Source: an optimization exercise on an open RTL-to-GDS flow (aim: small area, a short achievable clock period and few clock cycles). Production flows keep margins and buffers that such runs may drop. In this exercise RTL edits were held to simulation tests only and were not proved equivalent to the original. Power is estimated from default activity; no workload was simulated.

==> design.v <==
`default_nettype none
package core_pkg;
	typedef logic [32-1:0]       word_t;        
	typedef logic [5-1:0] reg_addr_t;    
	typedef enum logic [6:0] {
		OP_REG    = 7'b0110011,    
		OP_IMM    = 7'b0010011,    
		OP_LOAD   = 7'b0000011,    
		OP_STORE  = 7'b0100011,    
		OP_BRANCH = 7'b1100011     
	} opcode_e;
	typedef enum logic [2:0] {
		ALU_ADD,                   
		ALU_SUB,
		ALU_AND,
		ALU_OR,
		ALU_XOR,
		ALU_SLT                    
	} alu_op_e;
	typedef struct packed {
		alu_op_e alu_op;
		logic    use_imm;          
		logic    reg_write;
		logic    mem_read;
		logic    mem_write;
		logic    is_branch;
		logic    branch_ne;        
	} ctrl_t;
	typedef struct packed {
		logic      valid;
		word_t     pc;
		reg_addr_t rs1;
		reg_addr_t rs2;
		reg_addr_t rd;
		word_t     rs1_data;
		word_t     rs2_data;
		word_t     imm;
		ctrl_t     ctrl;
	} id_ex_t;
	typedef struct packed {
		logic      valid;
		reg_addr_t rd;
		word_t     alu_result;     
		word_t     store_data;
		ctrl_t     ctrl;
	} ex_mem_t;
	typedef struct packed {
		logic      valid;
		reg_addr_t rd;
		logic      reg_write;
		word_t     write_data;
	} mem_wb_t;
	typedef struct packed {
		logic  cyc;
		logic  stb;
		logic  we;
		word_t adr;
		word_t dat_w;
	} wb_req_t;
	typedef struct packed {
		logic  ack;
		word_t dat_r;              
	} wb_rsp_t;
endpackage
`default_nettype wire
`timescale 1ns/1ps
`default_nettype none
module fetch_unit (
	input  wire [31:0] instr,       
	input  wire [9:0]  pc,
	output wire        pred,        
	output wire [9:0]  next_pc      
);
wire       is_br  = (instr[6:0] == 7'b1100011) & (instr[14:13] == 2'b00);
wire       same   = (instr[19:15] == instr[24:20]);
assign pred = is_br & (instr[31] | (same & ~instr[12]));
wire [9:0] off    = {instr[7], instr[30:25], instr[11:9]};
wire [9:0] target = pc + off;
wire [9:0] seq    = pc + 10'd1;
assign next_pc = pred ? target : seq;
endmodule
`default_nettype wire
`timescale 1ns/1ps
`default_nettype none
module decoder (
	input  wire [31:0] instr,
	input  wire        valid,
	output wire        wr,          
	output wire        ld,          
	output wire        st,          
	output wire        br,          
	output wire        use1,        
	output wire        use2,        
	output wire        use_imm,
	output wire [11:0] imm,         
	output wire        sub,         
	output wire        s_arith,     
	output wire        s_and,
	output wire        s_or,
	output wire        s_xor,
	output wire        s_slt
);
wire [6:0] op  = instr[6:0];
wire [2:0] f3  = instr[14:12];
wire [3:0] rf  = {instr[30], f3};
wire       rd0 = (instr[11:7] == 5'd0);
wire o_reg = valid & (op == 7'b0110011);
wire r_add = o_reg & (rf == 4'b0000);
wire r_sub = o_reg & (rf == 4'b1000);
wire r_and = o_reg & (rf == 4'b0111);
wire r_or  = o_reg & (rf == 4'b0110);
wire r_xor = o_reg & (rf == 4'b0100);
wire r_slt = o_reg & (rf == 4'b0010);
wire r_any = r_add | r_sub | r_and | r_or | r_xor | r_slt;
wire addi  = valid & (op == 7'b0010011) & (f3 == 3'b000);
wire lw    = valid & (op == 7'b0000011) & (f3 == 3'b010);
wire sw    = valid & (op == 7'b0100011) & (f3 == 3'b010);
wire b     = valid & (op == 7'b1100011) & (f3[2:1] == 2'b00);
assign wr      = (r_any | addi | lw) & ~rd0;
assign ld      = lw;
assign st      = sw;
assign br      = b;
assign use1    = r_any | addi | lw | sw | b;
assign use2    = r_any | sw | b;
assign use_imm = ~o_reg;
assign imm     = (op[5] & ~op[4]) ? {instr[31:25], instr[11:7]} : instr[31:20];
assign sub     = r_sub | r_slt;
assign s_arith = ~(r_and | r_or | r_xor | r_slt);
assign s_and   = r_and;
assign s_or    = r_or;
assign s_xor   = r_xor;
assign s_slt   = r_slt;
endmodule
`default_nettype wire
`timescale 1ns/1ps
`default_nettype none
module regfile (
	input  wire        clk,
	input  wire [4:0]  rs1,
	input  wire [4:0]  rs2,
	output wire [31:0] rs1_data,
	output wire [31:0] rs2_data,
	input  wire        we,          
	input  wire [4:0]  rd,
	input  wire [31:0] wdata
);
reg  [31:0] regs [1:31];
wire [31:0] sel1;
wire [31:0] sel2;
wire [31:0] wsel;
genvar i;
generate
	for (i = 1; i < 32; i = i + 1) begin : g_reg
		assign sel1[i] = (rs1 == i);
		assign sel2[i] = (rs2 == i);
		assign wsel[i] = we & (rd == i);
		always @(posedge clk) begin
			if (wsel[i]) regs[i] <= wdata;
		end
	end
endgenerate
assign sel1[0] = 1'b0;
assign sel2[0] = 1'b0;
assign wsel[0] = 1'b0;
reg [31:0] r1;
reg [31:0] r2;
integer k;
always @(*) begin
	r1 = 32'd0;
	r2 = 32'd0;
	for (k = 1; k < 32; k = k + 1) begin
		r1 = r1 | ({32{sel1[k]}} & regs[k]);
		r2 = r2 | ({32{sel2[k]}} & regs[k]);
	end
end
assign rs1_data = r1;
assign rs2_data = r2;
endmodule
`default_nettype wire
`timescale 1ns/1ps
`default_nettype none
module execute_stage (
	input  wire [31:0] a,
	input  wire [31:0] b_reg,       
	input  wire [31:0] b,           
	input  wire        sub,
	input  wire        s_arith,
	input  wire        s_and,
	input  wire        s_or,
	input  wire        s_xor,
	input  wire        s_slt,
	output wire [31:0] y,
	output wire        equal
);
wire [31:0] bx  = b ^ {32{sub}};
wire [31:0] sum = a + bx + {31'd0, sub};
wire        lt  = (a[31] ^ b[31]) ? a[31] : sum[31];
assign y = ({32{s_arith}} & sum)
         | ({32{s_and}} & (a & b))
         | ({32{s_or}}  & (a | b))
         | ({32{s_xor}} & (a ^ b))
         | {31'd0, s_slt & lt};
assign equal = (a == b_reg);
endmodule
`default_nettype wire
`timescale 1ns/1ps
`default_nettype none
module mem_stage (
	input  wire        ld,
	input  wire [31:0] res,
	input  wire [31:0] dat_r,
	output wire [31:0] wdata
);
assign wdata = ld ? dat_r : res;
endmodule
`default_nettype wire
`timescale 1ns/1ps
`default_nettype none
module data_path (
	input  wire        clk,
	input  wire        rst_n,
	output wire [31:0] instr_addr,
	input  wire [31:0] instr,
	output wire        dmem_cyc,
	output wire        dmem_stb,
	output wire        dmem_we,
	output wire [31:0] dmem_adr,
	output wire [31:0] dmem_dat_w,
	input  wire        dmem_ack,
	input  wire [31:0] dmem_dat_r
);
reg  [9:0]  pc;
reg         d_valid;
reg  [31:0] d_instr;
reg  [9:0]  d_pc;
reg         d_pred;
reg         e_wr;
reg         e_ld;
reg         e_st;
reg         e_br;
reg         e_bne;
reg         e_pred;
reg  [9:0]  e_alt;                
reg  [4:0]  e_rd;
reg  [31:0] e_rs1v;
reg  [31:0] e_rs2v;
reg         e_fwd1;
reg         e_fwd2;
reg         e_use_imm;
reg  [11:0] e_imm;
reg         e_sub;
reg         e_s_arith;
reg         e_s_and;
reg         e_s_or;
reg         e_s_xor;
reg         e_s_slt;
reg         m_stb;
reg         m_we;
reg         m_wr;
reg         m_ld;
reg  [4:0]  m_rd;
reg  [31:0] m_res;
reg  [31:0] m_sd;
wire adv = ~(m_stb & ~dmem_ack);    
wire       f_pred;
wire [9:0] f_next;
fetch_unit u_fetch_unit (
	.instr(instr),
	.pc(pc),
	.pred(f_pred),
	.next_pc(f_next)
);
assign instr_addr = {20'd0, pc, 2'b00};
wire        d_wr, d_ld, d_st, d_br, d_use1, d_use2, d_use_imm;
wire [11:0] d_imm;
wire        d_sub, d_s_arith, d_s_and, d_s_or, d_s_xor, d_s_slt;
wire [4:0]  rs1 = d_instr[19:15];
wire [4:0]  rs2 = d_instr[24:20];
decoder u_decoder (
	.instr(d_instr),
	.valid(d_valid),
	.wr(d_wr),
	.ld(d_ld),
	.st(d_st),
	.br(d_br),
	.use1(d_use1),
	.use2(d_use2),
	.use_imm(d_use_imm),
	.imm(d_imm),
	.sub(d_sub),
	.s_arith(d_s_arith),
	.s_and(d_s_and),
	.s_or(d_s_or),
	.s_xor(d_s_xor),
	.s_slt(d_s_slt)
);
wire [31:0] wdata;
wire [31:0] rf1;
wire [31:0] rf2;
regfile u_regfile (
	.clk(clk),
	.rs1(rs1),
	.rs2(rs2),
	.rs1_data(rf1),
	.rs2_data(rf2),
	.we(m_wr & adv),
	.rd(m_rd),
	.wdata(wdata)
);
wire [31:0] d_rs1v = (m_wr & (m_rd == rs1)) ? wdata : rf1;
wire [31:0] d_rs2v = (m_wr & (m_rd == rs2)) ? wdata : rf2;
wire hit1 = e_wr & (e_rd == rs1);
wire hit2 = e_wr & (e_rd == rs2);
wire load_use = e_ld & ((hit1 & d_use1) | (hit2 & d_use2));
wire [9:0] d_boff = {d_instr[7], d_instr[30:25], d_instr[11:9]};
wire [9:0] d_alt  = d_pc + (d_pred ? 10'd1 : d_boff);
wire [31:0] ea  = e_fwd1 ? m_res : e_rs1v;
wire [31:0] eb2 = e_fwd2 ? m_res : e_rs2v;
wire [31:0] eb  = e_use_imm ? {{20{e_imm[11]}}, e_imm} : eb2;
wire [31:0] ey;
wire        eq;
execute_stage u_execute_stage (
	.a(ea),
	.b_reg(eb2),
	.b(eb),
	.sub(e_sub),
	.s_arith(e_s_arith),
	.s_and(e_s_and),
	.s_or(e_s_or),
	.s_xor(e_s_xor),
	.s_slt(e_s_slt),
	.y(ey),
	.equal(eq)
);
wire redirect = e_br & ((eq ^ e_bne) ^ e_pred);
mem_stage u_mem_stage (
	.ld(m_ld),
	.res(m_res),
	.dat_r(dmem_dat_r),
	.wdata(wdata)
);
assign dmem_cyc   = m_stb;
assign dmem_stb   = m_stb;
assign dmem_we    = m_we;
assign dmem_adr   = m_res;
assign dmem_dat_w = m_sd;
wire d_go = ~redirect & ~load_use;     
wire e_in = d_valid & d_go;
always @(posedge clk or negedge rst_n) begin
	if (!rst_n) begin
		pc      <= 10'd0;
		d_valid <= 1'b0;
		e_wr    <= 1'b0;
		e_ld    <= 1'b0;
		e_st    <= 1'b0;
		e_br    <= 1'b0;
		m_stb   <= 1'b0;
		m_wr    <= 1'b0;
	end else if (adv) begin
		if (redirect) begin
			pc      <= e_alt;
			d_valid <= 1'b0;
		end else if (!load_use) begin
			pc      <= f_next;
			d_valid <= 1'b1;
		end
		e_wr  <= e_in & d_wr;
		e_ld  <= e_in & d_ld;
		e_st  <= e_in & d_st;
		e_br  <= e_in & d_br;
		m_stb <= e_ld | e_st;
		m_wr  <= e_wr;
	end
end
always @(posedge clk) begin
	if (adv) begin
		if (d_go) begin
			d_instr <= instr;
			d_pc    <= pc;
			d_pred  <= f_pred;
		end
		if (d_go) begin
			e_bne     <= d_instr[12];
			e_pred    <= d_pred;
			e_alt     <= d_alt;
			e_rd      <= d_instr[11:7];
			e_rs1v    <= d_rs1v;
			e_rs2v    <= d_rs2v;
			e_fwd1    <= hit1 & ~e_ld;
			e_fwd2    <= hit2 & ~e_ld;
			e_use_imm <= d_use_imm;
			e_imm     <= d_imm;
			e_sub     <= d_sub;
			e_s_arith <= d_s_arith;
			e_s_and   <= d_s_and;
			e_s_or    <= d_s_or;
			e_s_xor   <= d_s_xor;
			e_s_slt   <= d_s_slt;
		end
		m_we  <= e_st;
		m_ld  <= e_ld;
		m_rd  <= e_rd;
		m_res <= ey;
		m_sd  <= eb2;
	end
end
endmodule
`default_nettype wire
`timescale 1ns/1ps
`default_nettype none
module rv32_core (
	input  wire        clk,
	input  wire        rst_n,
	output wire [31:0] instr_addr,
	input  wire [31:0] instr,
	output wire        dmem_cyc,
	output wire        dmem_stb,
	output wire        dmem_we,
	output wire [31:0] dmem_adr,
	output wire [31:0] dmem_dat_w,
	input  wire        dmem_ack,
	input  wire [31:0] dmem_dat_r
);
data_path u_data_path (
	.clk(clk),
	.rst_n(rst_n),
	.instr_addr(instr_addr),
	.instr(instr),
	.dmem_cyc(dmem_cyc),
	.dmem_stb(dmem_stb),
	.dmem_we(dmem_we),
	.dmem_adr(dmem_adr),
	.dmem_dat_w(dmem_dat_w),
	.dmem_ack(dmem_ack),
	.dmem_dat_r(dmem_dat_r)
);
endmodule
`default_nettype wire
==> run.sh <==
#!/bin/bash
# synth_recipe.tcl (not shown) runs the flow's synth.tcl, then flattens the netlist and writes it again
# the make line also repeats each setting of config.mk as NAME=value (left out here)
make -C /OpenROAD-flow-scripts/flow DESIGN_CONFIG=/design/flow/config.mk WORK_HOME=/design/flow/orfs CLKGATE_MAP_FILE= SYNTH_SCRIPT=/design/flow/synth_recipe.tcl finish
==> config.mk <==
export PLATFORM = sky130hd
export DESIGN_NAME = rv32_core
export DESIGN_NICKNAME = rv32_core
export VERILOG_FILES = /design/flow/design.v
export SDC_FILE = /design/flow/constraint.sdc
export NUM_CORES = 4
export LEC_CHECK = 0
export CAP_MARGIN = 20
export CORE_MARGIN = 2
export CORE_UTILIZATION = 40
export SLEW_MARGIN = 20
==> constraint.sdc <==
create_clock -name core_clock -period 7.5 [get_ports {clk}]
set_input_delay 1.5000 -clock core_clock [delete_from_list [all_inputs] [get_ports {clk}]]
set_output_delay 1.5000 -clock core_clock [all_outputs]
set_load 0.01 [all_outputs]
==> impl_metrics.csv, run 1 <==
group,metric,value,unit
floorplanning,die_x,378.0,um
global_route,grt_max_degree,83,
critical_path,arrival,5.87,ns
clocking,clk_pin_slew,0.06,ns
global_route,grt_pass1_wl,346100,um
global_route,antenna_found_initial,17,
power,power_switching,0.005206,W
synth,syn_area_per_cell,14.46,um^2
power,power_frac_clock,0.344,
sta,drv_slew,0,
global_route,grt_use_total,0.3515,
clocking,htreeDepth,3,
critical_path,rr_startpoint,"u_data_path.e_fwd2",
power,peakVddDrop,0.0002158,V
critical_path,crit_family,"buffers and inverters",
detailed_routing,dr_total_vias,45000,
clocking,worstSkewPairLatency,0.79,ns
power,power_density,282.3,nW/um^2
floorplanning,core_area,139200,um^2
cells_and_area,layout.nets,4200,
sta,setup_viol,0,
sta,worstMarginPinSlew,1.334,ns
critical_path,required,7.91,ns
sta,fin_setup_tns,0,ns
synth,ys.warnings.count,3,
synth,synthSimpleGateAreaFrac,0.05087,
cells_and_area,drive_above_1_share,0.1201,
floorplanning,die_y,378.0,um
clocking,cts.sinks,1225,
critical_path,worstRegToRegCells,11,
cells_and_area,n_fill_cell,12130,
critical_path,start_kind,"flop",
clocking,clockBufferDepth,3,
sta,fin_skew,0.03739,ns
sta,grt_setup_unrepaired,"false",
critical_path,worst_path_most_repeated_cell,"buf_4",
power,seqPwrFrac,0.494,
critical_path,r2r_end,"u_data_path.d_instr[16]",
clocking,cts_setup_buffers,0,
critical_path,worstSetupPathType,"reg2reg",
power,swShare,0.2859,
hold_path,whs_path_depth,0,
critical_path,end_kind,"flop",
detailed_routing,drc_errors,0,
synth,syn_inst,3869,
hold_path,hold_path_class,"reg2reg",
cells_and_area,area_growth_syn_to_layout,15.28,%
detailed_routing,drt_first_iter_violations,10650,
synth,syn-cell-area,55950,um^2
hold_path,hp-start,"u_data_path.d_instr[31]",
clocking,ctsResizeCount,0,
place,io_buffers,143,
synth,synth_cell_type_count,75,
place,dp_slack,2.092,ns
sta,hold_violations,0,
place,dpl.hpwl,149100,um
synth,synthAdderAreaFrac,0.02612,
global_route,grt_overflow,0,
synth,yosysMostFrequentCell,"edfxtp_1",
sta,finalCritPeriodShare,0.7282,
clocking,hold_buffers,0,
critical_path,path_buf_inv,3,
outcome,outcome,"no timing/DRC/antenna violations",
sta,slew_headroom,0.1083,
synth,synthXorXnorAreaFrac,0.02719,
critical_path,critical-path-max-stage-delay,0.69,ns
synth,synth_commonest_cells,"edfxtp_1 (1208), a221oi_1 (451), a22o_1 (448)",
synth,synthMuxAreaShare,0.02124,
hold_path,min_to,"u_data_path.e_imm[11]",
power,pwr-share-comb,0.162,
synth,ys_seq_elements,1225,
power,intPower,0.01300,W
detailed_routing,routed_wl,259200,um
synth,synth-edff-count,1208,
floorplanning,ios,166,
synth,synth_flop_cell,"edfxtp_1",
synth,synth_top_family_by_area,"compound AO/OA/AOI/OAI gates",
floorplanning,rows,137,
detailed_routing,wl_per_cell,43.14,um
floorplanning,start_util,0.4020,
detailed_routing,dr.pass1.iters,15,
place,gp_congestion,1.026,
detailed_routing,vias_per_cell,7.491,
critical_path,critical_path.cell_chain,"buf_4, mux2_2, xnor2_1, nand4_1, o41a_1, nor4_2, nand3_1, nand3b_1, nand2_1, inv_6, buf_4",
sta,fmax,183.1,MHz
synth,synth-seq-area-share,0.6559,
detailed_routing,drtAntennaViolNets,0,
clocking,cts-root-buf,"clkbuf_16",
synth,synth.top_cell.area_share,0.6483,
floorplanning,dieArea,142900,um^2
critical_path,r2r_setup_slack,2.04,ns
global_route,first_global_vias,41800,
sta,worst_slack,2.039,ns
job,drv_cap,0,
clocking,tritoncts,"yes",
synth,synth_compound_area_frac,0.1883,
sta,period_minus_slack,5.461,ns
critical_path,crit_slowest_cell,"edfxtp_1",
synth,synth.area.top_cells,"edfxtp_1 (65%), a221oi_1 (7.1%), a22o_1 (7.0%)",
critical_path,cp_max_fo,82,
clocking,cts_buffers,121,
synth,yosysTopAreaCell,"edfxtp_1",
synth,async_reset_ff_frac,0.01388,
power,p_leak,21.32,nW
==> area by class of cell <==
class	instances	area, um^2	area share
multi-input cells	2247	18360	0.2846
repair buffers	292	2562	0.03973
diodes	11	27.53	0.0004267
flip-flops and latches	1225	36700	0.5690
well taps	1876	2347	0.03639
clock inverters	88	879.6	0.01364
inverters	131	498.0	0.007720
clock buffers	137	3131	0.04853
==> per-layer routing <==
layer / share of wire / vias to the layer above / GRT usage / routed length, um
met5: 0.0020 / - / 0.01544 / 513
met1: 0.33 / 21760 / 0.4182 / 84530
met3: 0.18 / 1567 / 0.1637 / 45360
met4: 0.090 / 24 / 0.2390 / 23210
met2: 0.41 / 5153 / 0.5032 / 105600
li1: - / 16490 / - / -
==> registers in the layout, summed over array words and instances, names as in the netlist, 5 cells and up <==
signal	count
u_data_path.m_res	32
u_data_path.d_pc	10
u_data_path.e_rs2v	32
u_data_path.m_sd	32
u_data_path.m_rd	5
u_data_path.e_rs1v	32
u_data_path.e_alt	10
u_data_path.u_regfile.regs	992
u_data_path.d_instr	32
u_data_path.e_rd	5
u_data_path.pc	10
u_data_path.e_imm	12
==> metrics by stage <==
stage | instances | utilization | cell area (um^2) | power (W) | hold WS [ns]
floorplan | 3890 | - | 56030 | 0.01047 | 0.4003
global placement | 5768 | 0.4341 | 60420 | 0.01189 | 0.4531
detailed placement | 5769 | 0.4343 | 60440 | 0.01191 | 0.4408
CTS | 5994 | 0.4631 | 64450 | 0.01802 | 0.4543
global route | 5999 | 0.4633 | 64480 | 0.01861 | 0.4647
finish | 6007 | 0.4634 | 64500 | 0.01821 | 0.4493
==> power by group through the flow <==
stage / registers, W / logic [W] / clock network (W)
floorplan: 0.00897 / 0.00149 / 0
global placement: 0.00913 / 0.00276 / 0
detailed placement: 0.00913 / 0.00278 / 0
CTS: 0.00898 / 0.00279 / 0.00625
global route: 0.00902 / 0.00309 / 0.00650
finish: 0.00899 / 0.00295 / 0.00627
==> how the worst max path moves through the flow <==
stage | startpoint | to | slack, ns | depth (start not counted)
after floorplan | dmem_ack | u_data_path.d_instr[0] | 1.77 | 6
after global placement | u_data_path.e_fwd2 | u_data_path.d_instr[17] | 2.14 | 11
after detailed placement | u_data_path.e_fwd2 | u_data_path.d_instr[21] | 2.09 | 11
after CTS | u_data_path.e_fwd2 | u_data_path.e_alt[1] | 2.09 | 11
after global routing | u_data_path.e_fwd2 | u_data_path.d_instr[24] | 1.80 | 11
final | u_data_path.e_fwd2 | u_data_path.d_instr[16] | 2.04 | 11
==> worst reg2reg max path: stages (launching register included) <==
cell	delay, ns
edfxtp_1	0.69
buf_4	0.52
mux2_2	0.45
xnor2_1	0.15
nand4_1	0.17
o41a_1	0.53
nor4_2	0.58
nand3_1	0.20
nand3b_1	0.17
nand2_1	0.39
inv_6	0.69
buf_4	0.57
==> placed cells by master, fill, tap and decap left out, types with 10 or more instances in the layout <==
master              n
o21bai_1           12
clkdlybuf4s50_1   143
inv_1             129
ha_1              112
clkbuf_16         123
a21oi_1           117
clkbuf_1           14
nor3_1             76
dfrtp_1            17
nor4_1             15
a22o_1            448
mux2i_1            74
a221oi_1          451
nand4_1           138
o21ai_0            80
edfxtp_1         1208
diode_2            11
xor2_1             69
a222oi_1           64
xnor2_1           101
clkinv_1           22
conb_1             22
a22oi_1            10
a21o_1             23
nor2_4             93
clkinv_2           25
nand2b_1           27
nor2_1             32
nor2b_1            15
nand2_1            66
clkinvlp_4         14
buf_4             146
bufinv_16          14
mux2_2             34
nand3_1            18
==> cells by family (layout without fill, tap and decap cells) <==
family,count (synthesis),in the layout
AOI/OAI and AO/OA,1286,1286
xor gates and xnor gates,172,172
adders and majority gates,115,115
buffers and inverters,418,648
DFF,1225,1225
muxes,113,113
other,1,33
and+or+nand+nor,539,539
Testbench counts, summed over its fixed seeds: cycles 29,310.
==> inputs of run 2 (changes only) <==
--- a/design.v
+++ b/design.v
@@ -69,15 +69,28 @@
 	input  wire [31:0] instr,       
 	input  wire [9:0]  pc,
 	output wire        pred,        
-	output wire [9:0]  next_pc      
+	output wire [9:0]  next_pc,     
+	output wire [9:0]  alt_pc       
 );
 wire       is_br  = (instr[6:0] == 7'b1100011) & (instr[14:13] == 2'b00);
 wire       same   = (instr[19:15] == instr[24:20]);
-assign pred = is_br & (instr[31] | (same & ~instr[12]));
+wire       bne    = instr[12];
+assign pred = is_br & (same ? ~bne : (bne | instr[31]));
 wire [9:0] off    = {instr[7], instr[30:25], instr[11:9]};
 wire [9:0] target = pc + off;
-wire [9:0] seq    = pc + 10'd1;
+wire [9:0] seq;
+genvar i;
+generate
+	for (i = 0; i < 10; i = i + 1) begin : g_inc
+		if (i == 0) begin : g0
+			assign seq[0] = ~pc[0];
+		end else begin : gi
+			assign seq[i] = pc[i] ^ (&pc[i-1:0]);
+		end
+	end
+endgenerate
 assign next_pc = pred ? target : seq;
+assign alt_pc  = pred ? seq : target;
 endmodule
 `default_nettype wire
 `timescale 1ns/1ps
@@ -193,7 +206,8 @@
 	output wire        equal
 );
 wire [31:0] bx  = b ^ {32{sub}};
-wire [31:0] sum = a + bx + {31'd0, sub};
+wire [32:0] s33 = {a, 1'b1} + {bx, sub};
+wire [31:0] sum = s33[32:1];
 wire        lt  = (a[31] ^ b[31]) ? a[31] : sum[31];
 assign y = ({32{s_arith}} & sum)
          | ({32{s_and}} & (a & b))
@@ -230,10 +244,6 @@
 	input  wire [31:0] dmem_dat_r
 );
 reg  [9:0]  pc;
-reg         d_valid;
-reg  [31:0] d_instr;
-reg  [9:0]  d_pc;
-reg         d_pred;
 reg         e_wr;
 reg         e_ld;
 reg         e_st;
@@ -264,21 +274,23 @@
 wire adv = ~(m_stb & ~dmem_ack);    
 wire       f_pred;
 wire [9:0] f_next;
+wire [9:0] d_alt;
 fetch_unit u_fetch_unit (
 	.instr(instr),
 	.pc(pc),
 	.pred(f_pred),
-	.next_pc(f_next)
+	.next_pc(f_next),
+	.alt_pc(d_alt)
 );
 assign instr_addr = {20'd0, pc, 2'b00};
 wire        d_wr, d_ld, d_st, d_br, d_use1, d_use2, d_use_imm;
 wire [11:0] d_imm;
 wire        d_sub, d_s_arith, d_s_and, d_s_or, d_s_xor, d_s_slt;
-wire [4:0]  rs1 = d_instr[19:15];
-wire [4:0]  rs2 = d_instr[24:20];
+wire [4:0]  rs1 = instr[19:15];
+wire [4:0]  rs2 = instr[24:20];
 decoder u_decoder (
-	.instr(d_instr),
-	.valid(d_valid),
+	.instr(instr),
+	.valid(1'b1),
 	.wr(d_wr),
 	.ld(d_ld),
 	.st(d_st),
@@ -312,8 +324,6 @@
 wire hit1 = e_wr & (e_rd == rs1);
 wire hit2 = e_wr & (e_rd == rs2);
 wire load_use = e_ld & ((hit1 & d_use1) | (hit2 & d_use2));
-wire [9:0] d_boff = {d_instr[7], d_instr[30:25], d_instr[11:9]};
-wire [9:0] d_alt  = d_pc + (d_pred ? 10'd1 : d_boff);
 wire [31:0] ea  = e_fwd1 ? m_res : e_rs1v;
 wire [31:0] eb2 = e_fwd2 ? m_res : e_rs2v;
 wire [31:0] eb  = e_use_imm ? {{20{e_imm[11]}}, e_imm} : eb2;
@@ -344,12 +354,10 @@
 assign dmem_we    = m_we;
 assign dmem_adr   = m_res;
 assign dmem_dat_w = m_sd;
-wire d_go = ~redirect & ~load_use;     
-wire e_in = d_valid & d_go;
+wire e_in = ~redirect & ~load_use;     
 always @(posedge clk or negedge rst_n) begin
 	if (!rst_n) begin
 		pc      <= 10'd0;
-		d_valid <= 1'b0;
 		e_wr    <= 1'b0;
 		e_ld    <= 1'b0;
 		e_st    <= 1'b0;
@@ -357,13 +365,10 @@
 		m_stb   <= 1'b0;
 		m_wr    <= 1'b0;
 	end else if (adv) begin
-		if (redirect) begin
-			pc      <= e_alt;
-			d_valid <= 1'b0;
-		end else if (!load_use) begin
-			pc      <= f_next;
-			d_valid <= 1'b1;
-		end
+		if (redirect)
+			pc <= e_alt;
+		else if (!load_use)
+			pc <= f_next;
 		e_wr  <= e_in & d_wr;
 		e_ld  <= e_in & d_ld;
 		e_st  <= e_in & d_st;
@@ -374,16 +379,11 @@
 end
 always @(posedge clk) begin
 	if (adv) begin
-		if (d_go) begin
-			d_instr <= instr;
-			d_pc    <= pc;
-			d_pred  <= f_pred;
-		end
-		if (d_go) begin
-			e_bne     <= d_instr[12];
-			e_pred    <= d_pred;
+		begin                            
+			e_bne     <= instr[12];
+			e_pred    <= f_pred;
 			e_alt     <= d_alt;
-			e_rd      <= d_instr[11:7];
+			e_rd      <= instr[11:7];
 			e_rs1v    <= d_rs1v;
 			e_rs2v    <= d_rs2v;
 			e_fwd1    <= hit1 & ~e_ld;
--- a/config.mk
+++ b/config.mk
@@ -5,7 +5,10 @@
 export SDC_FILE = /design/flow/constraint.sdc
 export NUM_CORES = 4
 export LEC_CHECK = 0
+export ABC_CLOCK_PERIOD_IN_PS = 2500
 export CAP_MARGIN = 20
 export CORE_MARGIN = 2
-export CORE_UTILIZATION = 40
+export CORE_UTILIZATION = 50
+export SETUP_SLACK_MARGIN = 4.3
 export SLEW_MARGIN = 20
+export TNS_END_PERCENT = 5
==> run 2 against run 1 <==
Effect of this change:
- sequential power shrank 4.2%
- synthesized cell count grew 0.28%
- clock-buffer cell count up 18
==> impl_metrics.csv, run 2 <==
group,metric,value,unit
cells_and_area,layout.nets,4455,
power,power_density,272.4,nW/um^2
global_route,grt_pass1_wl,348900,um
power,peakVddDrop,0.0002182,V
sta,worstMarginPinSlew,1.271,ns
critical_path,crit_family,"compound AO/OA/AOI/OAI gates",
global_route,grt_max_degree,66,
synth,synth_flop_cell,"edfxtp_1",
global_route,grt_overflow,0,
cells_and_area,largest-register,"u_data_path.u_regfile.regs",
floorplanning,core_area,108900,um^2
clocking,htreeDepth,4,
detailed_routing,vias_per_cell,8.072,
sta,fmax,251.7,MHz
place,io_buffers,143,
synth,synth.top_cell.area_share,0.6378,
floorplanning,rows,121,
cells_and_area,largest_reg_flops,992,
synth,synth_cell_type_count,76,
power,p_leak,22.64,nW
cells_and_area,mostFrequentLayoutCells,"edfxtp_1 (1165), a221oi_1 (457), a22o_1 (453)",
cells_and_area,drive_above_1_share,0.1983,
sta,fin_setup_tns,0,ns
global_route,antenna_found_initial,10,
critical_path,worstSetupPathType,"reg2reg",
place,gp_congestion,0.9611,
synth,syn-cell-area,54850,um^2
floorplanning,start_util,0.5039,
sta,worst_slack,3.527,ns
sta,period_minus_slack,3.973,ns
synth,ys.warnings.count,3,
floorplanning,dieArea,112400,um^2
synth,yosysTopAreaCell,"edfxtp_1",
critical_path,startpoint,"u_data_path.e_fwd2",
clocking,clockBufferDepth,3,
detailed_routing,drt_first_iter_violations,11870,
sta,hold_violations,0,
critical_path,rr_startpoint,"u_data_path.e_fwd2",
critical_path,path_buf_inv,3,
detailed_routing,dr.pass1.iters,15,
clocking,clk_pin_slew,0.06,ns
clocking,cts_buffers,130,
critical_path,cp_max_fo,6,
critical_path,end_kind,"flop",
global_route,gr-usage-met1,0.5431,
cells_and_area,area_growth_syn_to_layout,21.08,%
cells_and_area,multi_input_area,19360,um^2
synth,synth.area.top_cells,"edfxtp_1 (64%), a221oi_1 (7.4%), a22o_1 (7.2%)",
outcome,outcome,"no timing/DRC/antenna violations",
sta,drv_slew,0,
synth,async_reset_ff_frac,0.01355,
sta,fin_skew,0.03359,ns
clocking,cts-root-buf,"clkbuf_16",
floorplanning,die_y,335.2,um
cells_and_area,seqCellArea,35380,um^2
floorplanning,ios,166,
synth,synth_commonest_cells,"edfxtp_1 (1165), a221oi_1 (463), a22o_1 (453)",
critical_path,critical-path-max-stage-delay,0.44,ns
clocking,worstSkewPairLatency,0.76,ns
detailed_routing,drc_errors,0,
synth,syn_area_per_cell,14.14,um^2
synth,yosysMostFrequentCell,"edfxtp_1",
job,drv_cap,0,
cells_and_area,final_common_cell,"edfxtp_1",
detailed_routing,wl_per_cell,44.98,um
synth,synth-edff-count,1165,
cells_and_area,fin_area,66410,um^2
global_route,use_met3,0.2331,
synth,ys_seq_elements,1181,
synth,synth-seq-area-share,0.6451,
detailed_routing,routed_wl,260700,um
place,dpl.hpwl,146800,um
global_route,grt_use_total,0.4527,
global_route,busiest_layer,"met2",
clocking,tritoncts,"yes",
hold_path,hold_path_class,"reg2reg",
critical_path,crit_slowest_cell,"edfxtp_1",
global_route,use_met2,0.6351,
place,dp_slack,2.046,ns
detailed_routing,drtAntennaViolNets,0,
critical_path,critical_path.cell_chain,"buf_12, buf_8, mux2_4, o21ai_4, xnor2_1, ha_1, inv_2, or3_4, nand4b_1, o2111ai_4, a32oi_2, o31ai_2, nand2_2, a21bo_2, a311o_1",
clocking,cts.sinks,1181,
sta,setup_viol,0,
hold_path,hp-start,"u_data_path.e_st",
cells_and_area,n_fill_cell,8260,
sta,grt_setup_unrepaired,"true",
place,place_area,59320,um^2
detailed_routing,dr_total_vias,46780,
synth,syn_inst,3880,
sta,finalCritPeriodShare,0.5298,
global_route,first_global_vias,42830,
power,power.total,0.01809,W
critical_path,arrival,4.47,ns
critical_path,required,8.00,ns
floorplanning,die_x,335.2,um
critical_path,start_kind,"flop",
sta,slew_headroom,0.1284,
sta,hold_ws,0.5140,ns
## run 2: changes by cell type after synthesis, moves of 9 or more
cell / delta
edfxtp_1: -43
mux2_2: +9
a21oi_1: +9
xor2_1: -26
a221oi_1: +12
nand2_1: +40
o221a_1: -9
a21o_1: -11
nand2b_1: -11
a221o_1: +13
o21ai_0: +10
buf_1: +9
## run 2: metal layers
layer | part of all wire | routed length [um] | vias to the layer above
li1 | - | - | 17110
met1 | 0.32 | 84290 | 22410
met2 | 0.40 | 104600 | 5458
met3 | 0.18 | 47150 | 1783
met4 | 0.093 | 24360 | 16
met5 | 0.00092 | 239 | -
## run 2: layout make-up
| cell class | instances | share of cell area |
|---|---|---|
| antenna | 13 | 0.0004899 |
| clock buffer | 155 | 0.05200 |
| clock inverter | 66 | 0.01029 |
| inverter | 133 | 0.007763 |
| multi-input combinational | 2289 | 0.2915 |
| sequential | 1181 | 0.5328 |
| tap | 1414 | 0.02664 |
| timing repair buffer | 544 | 0.07846 |
## run 2: logic make-up (layout without fill, tap and decap cells)
group / Yosys count / after routing / share of synthesized area
xor+xnor: 137 / 137 / 0.02188
compound gates: 1338 / 1338 / 0.1993
simple gates: 549 / 552 / 0.05055
fa+ha+maj: 109 / 109 / 0.02500
mux: 131 / 131 / 0.02562
other cells: 1 / 35 / 0.00006837
flops: 1181 / 1181 / 0.6451
buf+inv: 434 / 898 / 0.03248
## run 2: power breakdown
part | switching, W | total [W] | internal [W]
Clock | 0.00269 | 0.00641 | 0.00372
Combinational | 0.00200 | 0.00307 | 0.00107
Sequential | 0.000373 | 0.00861 | 0.00824
Total | 0.00506 | 0.0181 | 0.0130
## run 2: through the flow
| step | instances | utilization |
|---|---|---|
| floorplan | 3901 | - |
| global route | 5784 | 0.6098 |
| CTS | 5737 | 0.6030 |
| finish | 5795 | 0.6101 |
| global placement | 5348 | 0.5448 |
| detailed placement | 5349 | 0.5449 |
## run 2: path summary, 6_finish.rpt
check                      slack, ns  depth (start not counted)                     to
max reg2reg                     3.53                         15  u_data_path.m_res[31]
max                             3.53                         15  u_data_path.m_res[31]
min reg2reg                     0.51                          0       u_data_path.m_we
max in group asynchronous       5.71                          1       u_data_path.m_wr
min                             0.51                          0       u_data_path.m_we
min in group asynchronous       1.24                          1      u_data_path.pc[3]
## run 2: timing repair
| item | CTS | global route |
|---|---|---|
| cloned | 6 | 3 |
| setup endpoints to repair | 1267 | 1333 |
| pin swaps | 76 | 27 |
| hold buffers | 0 | 0 |
| buffers inserted | 161 | 41 |
| resized for setup | 212 | 78 |
Testbench counts of run 2, summed over its fixed seeds: cycles 27,442.
==> inputs of run 3 (changes only) <==
--- a/design.v
+++ b/design.v
@@ -70,7 +70,8 @@
 	input  wire [9:0]  pc,
 	output wire        pred,        
 	output wire [9:0]  next_pc,     
-	output wire [9:0]  alt_pc       
+	output wire [9:0]  alt_pc,      
+	output wire [9:0]  seq_pc       
 );
 wire       is_br  = (instr[6:0] == 7'b1100011) & (instr[14:13] == 2'b00);
 wire       same   = (instr[19:15] == instr[24:20]);
@@ -91,6 +92,7 @@
 endgenerate
 assign next_pc = pred ? target : seq;
 assign alt_pc  = pred ? seq : target;
+assign seq_pc  = seq;
 endmodule
 `default_nettype wire
 `timescale 1ns/1ps
@@ -254,8 +256,6 @@
 reg  [4:0]  e_rd;
 reg  [31:0] e_rs1v;
 reg  [31:0] e_rs2v;
-reg         e_fwd1;
-reg         e_fwd2;
 reg         e_use_imm;
 reg  [11:0] e_imm;
 reg         e_sub;
@@ -264,6 +264,8 @@
 reg         e_s_or;
 reg         e_s_xor;
 reg         e_s_slt;
+reg  [9:0]  e_seq;                
+reg  [9:0]  m_seq;                
 reg         m_stb;
 reg         m_we;
 reg         m_wr;
@@ -271,16 +273,19 @@
 reg  [4:0]  m_rd;
 reg  [31:0] m_res;
 reg  [31:0] m_sd;
-wire adv = ~(m_stb & ~dmem_ack);    
+wire wait_ack = m_stb & ~dmem_ack;
+wire adv      = ~wait_ack;
 wire       f_pred;
 wire [9:0] f_next;
 wire [9:0] d_alt;
+wire [9:0] d_seq;
 fetch_unit u_fetch_unit (
 	.instr(instr),
 	.pc(pc),
 	.pred(f_pred),
 	.next_pc(f_next),
-	.alt_pc(d_alt)
+	.alt_pc(d_alt),
+	.seq_pc(d_seq)
 );
 assign instr_addr = {20'd0, pc, 2'b00};
 wire        d_wr, d_ld, d_st, d_br, d_use1, d_use2, d_use_imm;
@@ -324,8 +329,8 @@
 wire hit1 = e_wr & (e_rd == rs1);
 wire hit2 = e_wr & (e_rd == rs2);
 wire load_use = e_ld & ((hit1 & d_use1) | (hit2 & d_use2));
-wire [31:0] ea  = e_fwd1 ? m_res : e_rs1v;
-wire [31:0] eb2 = e_fwd2 ? m_res : e_rs2v;
+wire [31:0] ea  = e_rs1v;
+wire [31:0] eb2 = e_rs2v;
 wire [31:0] eb  = e_use_imm ? {{20{e_imm[11]}}, e_imm} : eb2;
 wire [31:0] ey;
 wire        eq;
@@ -364,39 +369,43 @@
 		e_br    <= 1'b0;
 		m_stb   <= 1'b0;
 		m_wr    <= 1'b0;
-	end else if (adv) begin
-		if (redirect)
+	end else begin
+		if (wait_ack)
+			pc <= m_seq;
+		else if (redirect)
 			pc <= e_alt;
 		else if (!load_use)
 			pc <= f_next;
-		e_wr  <= e_in & d_wr;
-		e_ld  <= e_in & d_ld;
-		e_st  <= e_in & d_st;
-		e_br  <= e_in & d_br;
-		m_stb <= e_ld | e_st;
-		m_wr  <= e_wr;
+		e_wr  <= adv & e_in & d_wr;
+		e_ld  <= adv & e_in & d_ld;
+		e_st  <= adv & e_in & d_st;
+		e_br  <= adv & e_in & d_br;
+		if (adv) begin
+			m_stb <= e_ld | e_st;
+			m_wr  <= e_wr;
+		end
 	end
 end
 always @(posedge clk) begin
+	e_seq     <= d_seq;
+	e_bne     <= instr[12];
+	e_pred    <= f_pred;
+	e_alt     <= d_alt;
+	e_rd      <= instr[11:7];
+	e_rs1v    <= hit1 ? ey : d_rs1v;    
+	e_rs2v    <= hit2 ? ey : d_rs2v;
+	e_use_imm <= d_use_imm;
+	e_imm     <= d_imm;
+	e_sub     <= d_sub;
+	e_s_arith <= d_s_arith;
+	e_s_and   <= d_s_and;
+	e_s_or    <= d_s_or;
+	e_s_xor   <= d_s_xor;
+	e_s_slt   <= d_s_slt;
+end
+always @(posedge clk) begin
 	if (adv) begin
-		begin                            
-			e_bne     <= instr[12];
-			e_pred    <= f_pred;
-			e_alt     <= d_alt;
-			e_rd      <= instr[11:7];
-			e_rs1v    <= d_rs1v;
-			e_rs2v    <= d_rs2v;
-			e_fwd1    <= hit1 & ~e_ld;
-			e_fwd2    <= hit2 & ~e_ld;
-			e_use_imm <= d_use_imm;
-			e_imm     <= d_imm;
-			e_sub     <= d_sub;
-			e_s_arith <= d_s_arith;
-			e_s_and   <= d_s_and;
-			e_s_or    <= d_s_or;
-			e_s_xor   <= d_s_xor;
-			e_s_slt   <= d_s_slt;
-		end
+		m_seq <= e_seq;
 		m_we  <= e_st;
 		m_ld  <= e_ld;
 		m_rd  <= e_rd;
--- a/config.mk
+++ b/config.mk
@@ -5,10 +5,9 @@
 export SDC_FILE = /design/flow/constraint.sdc
 export NUM_CORES = 4
 export LEC_CHECK = 0
-export ABC_CLOCK_PERIOD_IN_PS = 2500
 export CAP_MARGIN = 20
 export CORE_MARGIN = 2
 export CORE_UTILIZATION = 50
 export SETUP_SLACK_MARGIN = 4.3
 export SLEW_MARGIN = 20
-export TNS_END_PERCENT = 5
+export TNS_END_PERCENT = 100
==> run 3 against run 2 <==
Effect of this change:
- combinational power grew 16%
- worst setup slack gained 0.33 ns
- cell area grew 1.6%
- critical endpoint is now u_data_path.m_res[18]
- largest cell class unchanged
==> impl_metrics.csv, run 3 <==
group,metric,value,unit
synth,synth.top_cell.area_share,0.5926,
synth,synth-edff-count,1073,
floorplanning,start_util,0.5058,
synth,syn_inst,4268,
cells_and_area,area_growth_syn_to_layout,24.09,%
sta,finalCritPeriodShare,0.4862,
place,gp_congestion,0.9996,
sta,fin_setup_tns,0,ns
clocking,cts-root-buf,"clkbuf_16",
critical_path,cp_max_fo,8,
synth,ys_seq_elements,1199,
floorplanning,ios,166,
sta,fin_skew,0.03880,ns
global_route,grt_pass1_wl,364500,um
clocking,worstSkewPairLatency,0.76,ns
critical_path,arrival,4.13,ns
sta,drv_slew,0,
sta,fmax,274.2,MHz
cells_and_area,largest_reg_flops,992,
detailed_routing,wl_per_cell,44.60,um
detailed_routing,drtAntennaViolNets,0,
power,peakVddDrop,0.0002211,V
critical_path,crit_family,"simple AND/OR/NAND/NOR gates",
outcome,outcome,"no timing/DRC/antenna violations",
cells_and_area,drive_above_1_share,0.2187,
global_route,grt_use_total,0.4811,
synth,synth_flop_cell,"edfxtp_1",
cells_and_area,layout.nets,4852,
synth,async_reset_ff_frac,0.01334,
clocking,tritoncts,"yes",
global_route,antenna_found_initial,15,
critical_path,critical-path-max-stage-delay,0.54,ns
place,dp_cells,5676,
sta,slew_headroom,0.1655,
sta,setup_viol,0,
detailed_routing,drc_errors,0,
cells_and_area,mostFrequentLayoutCells,"edfxtp_1 (1073), a22oi_1 (859), nand2_1 (410)",
clocking,htreeDepth,3,
synth,syn-cell-area,54370,um^2
floorplanning,core_area,107500,um^2
synth,synth.area.top_cells,"edfxtp_1 (59%), a22oi_1 (12%), dfxtp_1 (4.1%)",
floorplanning,die_x,333.8,um
synth,synth_cell_type_count,85,
global_route,gr-usage-met1,0.5674,
critical_path,crit_slowest_cell,"or4_4",
synth,yosysTopAreaCell,"edfxtp_1",
synth,synth_commonest_cells,"edfxtp_1 (1073), a22oi_1 (863), nand2_1 (424)",
sta,period_minus_slack,3.647,ns
floorplanning,die_y,333.8,um
clocking,cts_buffers,119,
critical_path,critical_path.cell_chain,"buf_12, and2_4, buf_12, a21oi_4, xnor2_2, ha_4, nand3_2, or4_4, a2bb2oi_4, a21oi_4, nor2_2, xnor2_1, a221oi_2, buf_6, inv_2",
cells_and_area,final_cells,6192,
cells_and_area,final_common_cell,"edfxtp_1",
sta,worstMarginPinSlew,1.252,ns
floorplanning,rows,120,
global_route,first_global_vias,43590,
place,dpl.hpwl,151900,um
power,power_density,271.9,nW/um^2
global_route,grt_max_degree,68,
power,p_leak,24.21,nW
job,drv_cap,0,
global_route,busiest_layer,"met2",
floorplanning,dieArea,111400,um^2
place,io_buffers,143,
detailed_routing,dr.pass1.iters,22,
synth,yosysMostFrequentCell,"edfxtp_1",
power,power.total,0.01835,W
hold_path,hold_path_class,"reg2reg",
sta,hold_violations,0,
synth,syn_area_per_cell,12.74,um^2
global_route,grt_overflow,0,
global_route,use_met3,0.2553,
synth,ys.warnings.count,3,
detailed_routing,routed_wl,276200,um
cells_and_area,final_core_util,0.6276,
clocking,clk_pin_slew,0.07,ns
critical_path,path_buf_inv,4,
sta,hold_ws,0.4019,ns
cells_and_area,largest-register,"u_data_path.u_regfile.regs",
detailed_routing,drt_first_iter_violations,12120,
clocking,cts.sinks,1199,
detailed_routing,vias_per_cell,7.756,
sta,grt_setup_unrepaired,"true",
critical_path,worstSetupPathType,"reg2reg",
critical_path,end_kind,"flop",
global_route,use_met2,0.6671,
critical_path,required,7.99,ns
detailed_routing,dr_total_vias,48020,
critical_path,start_kind,"flop",
synth,synth-seq-area-share,0.6405,
clocking,clockBufferDepth,3,
## run 3: logic make-up after synthesis
group,share of synthesized area
buf+inv,0.03222
mux,0.01625
other cells,0.00006897
fa+ha+maj,0.02543
compound gates,0.1811
flops,0.6405
xor+xnor,0.02078
simple gates,0.08367
## run 3: metal layers
metal  vias up  wire length [um]
met3      1827             51570
met1     22740             87060
li1      17790                 -
met4        26             28520
met2      5640            108300
met5         -               746
## run 3: final timing paths
kind	from	end	slack, ns	depth (start not counted)
max	u_data_path.e_use_imm	u_data_path.m_res[18]	3.85	15
min	u_data_path.e_seq[8]	u_data_path.m_seq[8]	0.40	0
max reg2reg	u_data_path.e_use_imm	u_data_path.m_res[18]	3.85	15
min reg2reg	u_data_path.e_seq[8]	u_data_path.m_seq[8]	0.40	0
max in group asynchronous	rst_n	u_data_path.pc[4]	5.60	1
min in group asynchronous	rst_n	u_data_path.e_st	1.27	1
## run 3: layout make-up
| type | instances | area [um^2] |
|---|---|---|
| Clock buffer | 153 | 3216 |
| Tap cell | 1403 | 1755 |
| Fill cell | 8151 | 40030 |
| Timing Repair inverter | 2 | 16.27 |
| Multi-Input combinational cell | 2666 | 20460 |
| Timing Repair Buffer | 568 | 5859 |
| Inverter | 120 | 493.0 |
| Antenna cell | 7 | 17.52 |
| Clock inverter | 74 | 809.5 |
| Sequential cell | 1199 | 34840 |
## run 3: power by group
part           switching (W)  internal, W  total (W)
combinational        0.00235      0.00120    0.00356
clock                0.00273      0.00352    0.00625
sequential          0.000271      0.00827    0.00854
## run 3: stage by stage
stage	setup WS [ns]	instance area, um^2
after CTS	3.957	65870
after global placement	1.783	58320
after detailed placement	2.050	58380
final	3.853	67470
after floorplan	4.022	54890
after global routing	3.809	67460
## run 3: timing repair
item	CTS	global route
pin swaps	131	95
setup endpoints to repair	1118	828
gates resized for setup	427	218
hold buffers	0	0
cloned	12	3
endpoints found under the hold margin	0	0
buffers inserted	198	69
Testbench counts of run 3, summed over its fixed seeds: cycles 27,442.
==> inputs of run 4 (changes only) <==
--- a/design.v
+++ b/design.v
@@ -137,7 +137,7 @@
 assign br      = b;
 assign use1    = r_any | addi | lw | sw | b;
 assign use2    = r_any | sw | b;
-assign use_imm = ~o_reg;
+assign use_imm = addi | lw | sw;
 assign imm     = (op[5] & ~op[4]) ? {instr[31:25], instr[11:7]} : instr[31:20];
 assign sub     = r_sub | r_slt;
 assign s_arith = ~(r_and | r_or | r_xor | r_slt);
@@ -256,8 +256,7 @@
 reg  [4:0]  e_rd;
 reg  [31:0] e_rs1v;
 reg  [31:0] e_rs2v;
-reg         e_use_imm;
-reg  [11:0] e_imm;
+reg  [31:0] e_b;                  
 reg         e_sub;
 reg         e_s_arith;
 reg         e_s_and;
@@ -331,7 +330,8 @@
 wire load_use = e_ld & ((hit1 & d_use1) | (hit2 & d_use2));
 wire [31:0] ea  = e_rs1v;
 wire [31:0] eb2 = e_rs2v;
-wire [31:0] eb  = e_use_imm ? {{20{e_imm[11]}}, e_imm} : eb2;
+wire [31:0] eb  = e_b;
+wire [31:0] d_b = d_use_imm ? {{20{d_imm[11]}}, d_imm} : d_rs2v;
 wire [31:0] ey;
 wire        eq;
 execute_stage u_execute_stage (
@@ -394,8 +394,7 @@
 	e_rd      <= instr[11:7];
 	e_rs1v    <= hit1 ? ey : d_rs1v;    
 	e_rs2v    <= hit2 ? ey : d_rs2v;
-	e_use_imm <= d_use_imm;
-	e_imm     <= d_imm;
+	e_b       <= (hit2 & ~d_use_imm) ? ey : d_b;
 	e_sub     <= d_sub;
 	e_s_arith <= d_s_arith;
 	e_s_and   <= d_s_and;
==> run 4 against run 3 <==
Effect of this change:
- still clean
- utilization is 2.4 points higher
- die area is 1.2% higher
- critical path depth is 1 lower
- synthesized cell count rose by 1.2%
- routed wire length up 5.7%
- sequential share of layout area fell by 2.1 points
- largest cell class unchanged
==> impl_metrics.csv, run 4 <==
group,metric,value,unit
place,dp_slack,1.709,ns
floorplanning,ios,166,
critical_path,end_kind,"flop",
synth,syn_inst,4318,
critical_path,worstRegToRegCells,15,
clocking,htreeDepth,4,
detailed_routing,drt_first_iter_violations,12540,
synth,synth_cell_type_count,86,
critical_path,cp_max_fo,6,
cells_and_area,layout.nets,5082,
hold_path,hold_path_class,"reg2reg",
hold_path,min_to,"u_data_path.m_seq[7]",
power,power_density,275.4,nW/um^2
detailed_routing,drc_errors,0,
clocking,clk_pin_slew,0.06,ns
synth,synth_flop_cell,"edfxtp_1",
sta,fmax,293.3,MHz
floorplanning,dieArea,112800,um^2
power,peakVddDrop,0.0002178,V
critical_path,required,8.17,ns
cells_and_area,largest-register,"u_data_path.u_regfile.regs",
clocking,clockBufferDepth,3,
clocking,cts-root-buf,"clkbuf_16",
floorplanning,die_x,335.8,um
power,power_switching,0.005858,W
power,power_frac_clock,0.336,
sta,worst_slack,4.091,ns
sta,setup_viol,0,
floorplanning,rows,121,
critical_path,worstSetupPathType,"in2reg",
global_route,antenna_found_initial,22,
synth,synth.area.top_cells,"edfxtp_1 (59%), a22oi_1 (12%), dfxtp_1 (4.7%)",
sta,period_minus_slack,3.409,ns
synth,syn_area_per_cell,12.75,um^2
power,power.total,0.01956,W
synth,async_reset_ff_frac,0.01314,
hold_path,hp-start,"u_data_path.e_seq[7]",
detailed_routing,dr.pass1.iters,13,
cells_and_area,area_growth_syn_to_layout,29.02,%
power,seqPwrFrac,0.449,
detailed_routing,wl_per_cell,45.29,um
global_route,grt_pass1_wl,381200,um
global_route,grt_max_degree,62,
sta,finalCritPeriodShare,0.4546,
sta,hold_violations,0,
sta,fin_setup_tns,0,ns
detailed_routing,drtAntennaViolNets,0,
critical_path,start_kind,"input pin",
clocking,hold_buffers,0,
critical_path,r2r_end,"u_data_path.e_b[19]",
synth,synth_commonest_cells,"edfxtp_1 (1073), a22oi_1 (857), nand2_1 (435)",
sta,slew_headroom,0.1139,
synth,synth-seq-area-share,0.6394,
detailed_routing,vias_per_cell,7.747,
job,drv_cap,0,
sta,worstMarginPinSlew,1.311,ns
global_route,grt_overflow,0,
clocking,tritoncts,"yes",
cells_and_area,final_common_cell,"edfxtp_1",
floorplanning,start_util,0.5051,
power,swShare,0.2994,
clocking,worstSkewPairLatency,0.80,ns
place,io_buffers,143,
critical_path,arrival,4.08,ns
power,p_leak,26.03,nW
clocking,cts.sinks,1218,
floorplanning,die_y,335.8,um
synth,synth-edff-count,1073,
synth,syn-cell-area,55060,um^2
outcome,outcome,"no timing/DRC/antenna violations",
detailed_routing,routed_wl,292000,um
cells_and_area,mostFrequentLayoutCells,"edfxtp_1 (1073), a22oi_1 (821), nand2_1 (421)",
critical_path,crit_family,"simple AND/OR/NAND/NOR gates",
hold_path,whs_path_depth,0,
cells_and_area,drive_above_1_share,0.2608,
sta,grt_setup_unrepaired,"true",
clocking,cts_buffers,131,
critical_path,worst_path_most_repeated_cell,"buf_12",
power,intPower,0.01371,W
synth,synth.top_cell.area_share,0.5852,
critical_path,rr_startpoint,"u_data_path.e_sub",
sta,fin_skew,0.02752,ns
sta,drv_slew,0,
place,dpl.hpwl,163300,um
detailed_routing,dr_total_vias,49940,
synth,yosysTopAreaCell,"edfxtp_1",
global_route,first_global_vias,45550,
power,pwr-share-comb,0.214,
synth,yosysMostFrequentCell,"edfxtp_1",
synth,ys.warnings.count,3,
global_route,grt_use_total,0.5027,
cells_and_area,largest_reg_flops,992,
critical_path,crit_slowest_cell,"nand4_1",
floorplanning,core_area,109000,um^2
place,gp_congestion,1.002,
synth,ys_seq_elements,1218,
critical_path,critical_path.cell_chain,"buf_12, buf_12, nor3b_4, nor2b_4, buf_4, buf_12, buf_12, a22oi_1, nand3_1, a21oi_1, nand4_1, o21ai_2, a21oi_2, mux2_4",
critical_path,path_buf_inv,5,
critical_path,r2r_setup_slack,4.16,ns
critical_path,critical-path-max-stage-delay,0.44,ns
==> run 4: how the worst max path moves through the flow <==
stage | start | to | slack [ns] | depth (start not counted)
final | instr[22] | u_data_path.e_b[5] | 4.09 | 14
after CTS | instr[22] | u_data_path.e_b[12] | 4.18 | 14
after global routing | u_data_path.e_sub | u_data_path.e_b[19] | 4.10 | 15
after global placement | instr[20] | u_data_path.e_b[24] | 1.77 | 11
after detailed placement | instr[20] | u_data_path.e_b[24] | 1.71 | 11
after floorplan | instr[9] | u_data_path.pc[8] | 3.82 | 12
==> run 4: area by class of cell <==
| cell class | instances | area [um^2] |
|---|---|---|
| clock buffers | 162 | 3520 |
| repair buffers | 723 | 7890 |
| diodes | 21 | 52.55 |
| flip-flops and latches | 1218 | 35220 |
| inverters | 114 | 432.9 |
| multi-input cells | 2718 | 21400 |
| fillers | 7925 | 37970 |
| well taps | 1414 | 1769 |
| clock inverters | 77 | 755.7 |
==> run 4: through the flow <==
stage / cells / util / hold WS [ns] / cell area (um^2)
2_1_floorplan: 4339 / - / 0.3855 / 56220
3_3_place_gp: 5774 / 0.5458 / 0.3868 / 59500
3_5_place_dp: 5780 / 0.5470 / 0.3887 / 59620
4_1_cts: 6360 / 0.6338 / 0.4012 / 69090
5_1_grt: 6429 / 0.6513 / 0.4066 / 70990
6_report: 6447 / 0.6517 / 0.4021 / 71040
==> run 4: repair_timing <==
item	CTS	global route
gates cloned	20	4
buffers inserted	321	62
pin swaps	172	113
gates resized for setup	463	257
endpoints found under the hold margin	0	0
endpoints found under the setup margin	1160	452
==> run 4: kinds of logic (layout without fill, tap and decap cells) <==
group | count (synthesis) | after routing | share of synthesized area
compound gates | 1299 | 1299 | 0.1746
flops | 1218 | 1218 | 0.6394
simple gates | 1039 | 1051 | 0.08656
buf+inv | 415 | 1076 | 0.03284
xor+xnor | 129 | 129 | 0.02052
fa+ha+maj | 109 | 109 | 0.02491
mux | 108 | 108 | 0.02116
other cells | 1 | 43 | 0.00006811
==> run 4: power by group through the flow <==
| stage | combinational [W] | clock [W] | sequential [W] |
|---|---|---|---|
| CTS | 0.00373 | 0.00654 | 0.00877 |
| floorplan | 0.00177 | 0 | 0.00887 |
| global placement | 0.00327 | 0 | 0.00893 |
| detailed placement | 0.00330 | 0 | 0.00893 |
| global route | 0.00433 | 0.00681 | 0.00881 |
| finish | 0.00420 | 0.00658 | 0.00879 |
==> run 4: layer usage <==
| layer | global-route usage | part of all wire |
|---|---|---|
| met1 | 0.5895 | 0.32 |
| met2 | 0.6821 | 0.39 |
| met3 | 0.2723 | 0.18 |
| met4 | 0.3885 | 0.11 |
| met5 | 0.02255 | 0.0037 |
Testbench counts of run 4, summed over its fixed seeds: cycles 27,442.

[afterwards: timing with drivers on the ports]
In the flow no input, the clock included, has a driving cell. The finished layouts below were timed again as built, in two steps. Step 1 (the two cells are an assumption about what drives the block):
set clk [get_ports {clk}]
set_driving_cell -lib_cell sky130_fd_sc_hd__clkbuf_16 $clk
set_driving_cell -lib_cell sky130_fd_sc_hd__buf_2 [delete_from_list [all_inputs] $clk]
Step 2 adds t to the input delays and takes it off the output delays; t is the mean of the earliest and latest rising clock arrival at the registers after step 1. Input paths then give back, and output paths get back, about the clock's delay inside the block. a / b / c = ideal / step 1 / step 2; a / b = the first two.
| run | shift t [ns] | setup WS [ns] | worst setup path after step 2 | clock arrival spread, ns | cell pins on the clock port's net |
|---|---|---|---|---|---|
| run 1 | 0.847 | 2.039 / 2.039 / 2.039 | register to register | 0.038 / 0.038 | 1 |
| run 2 | 0.814 | 3.527 / 3.527 / 3.040 | input to register | 0.036 / 0.036 | 1 |
| run 3 | 0.811 | 3.853 / 3.853 / 3.192 | input to register | 0.041 / 0.042 | 1 |
| run 4 | 0.856 | 4.091 / 4.041 / 3.185 | input to register | 0.033 / 0.032 | 1 |
After both steps every run listed still meets setup and hold. The setup slack of run 4, which loses most, moves by -0.050 ns with the drivers and by -0.906 ns with both steps.
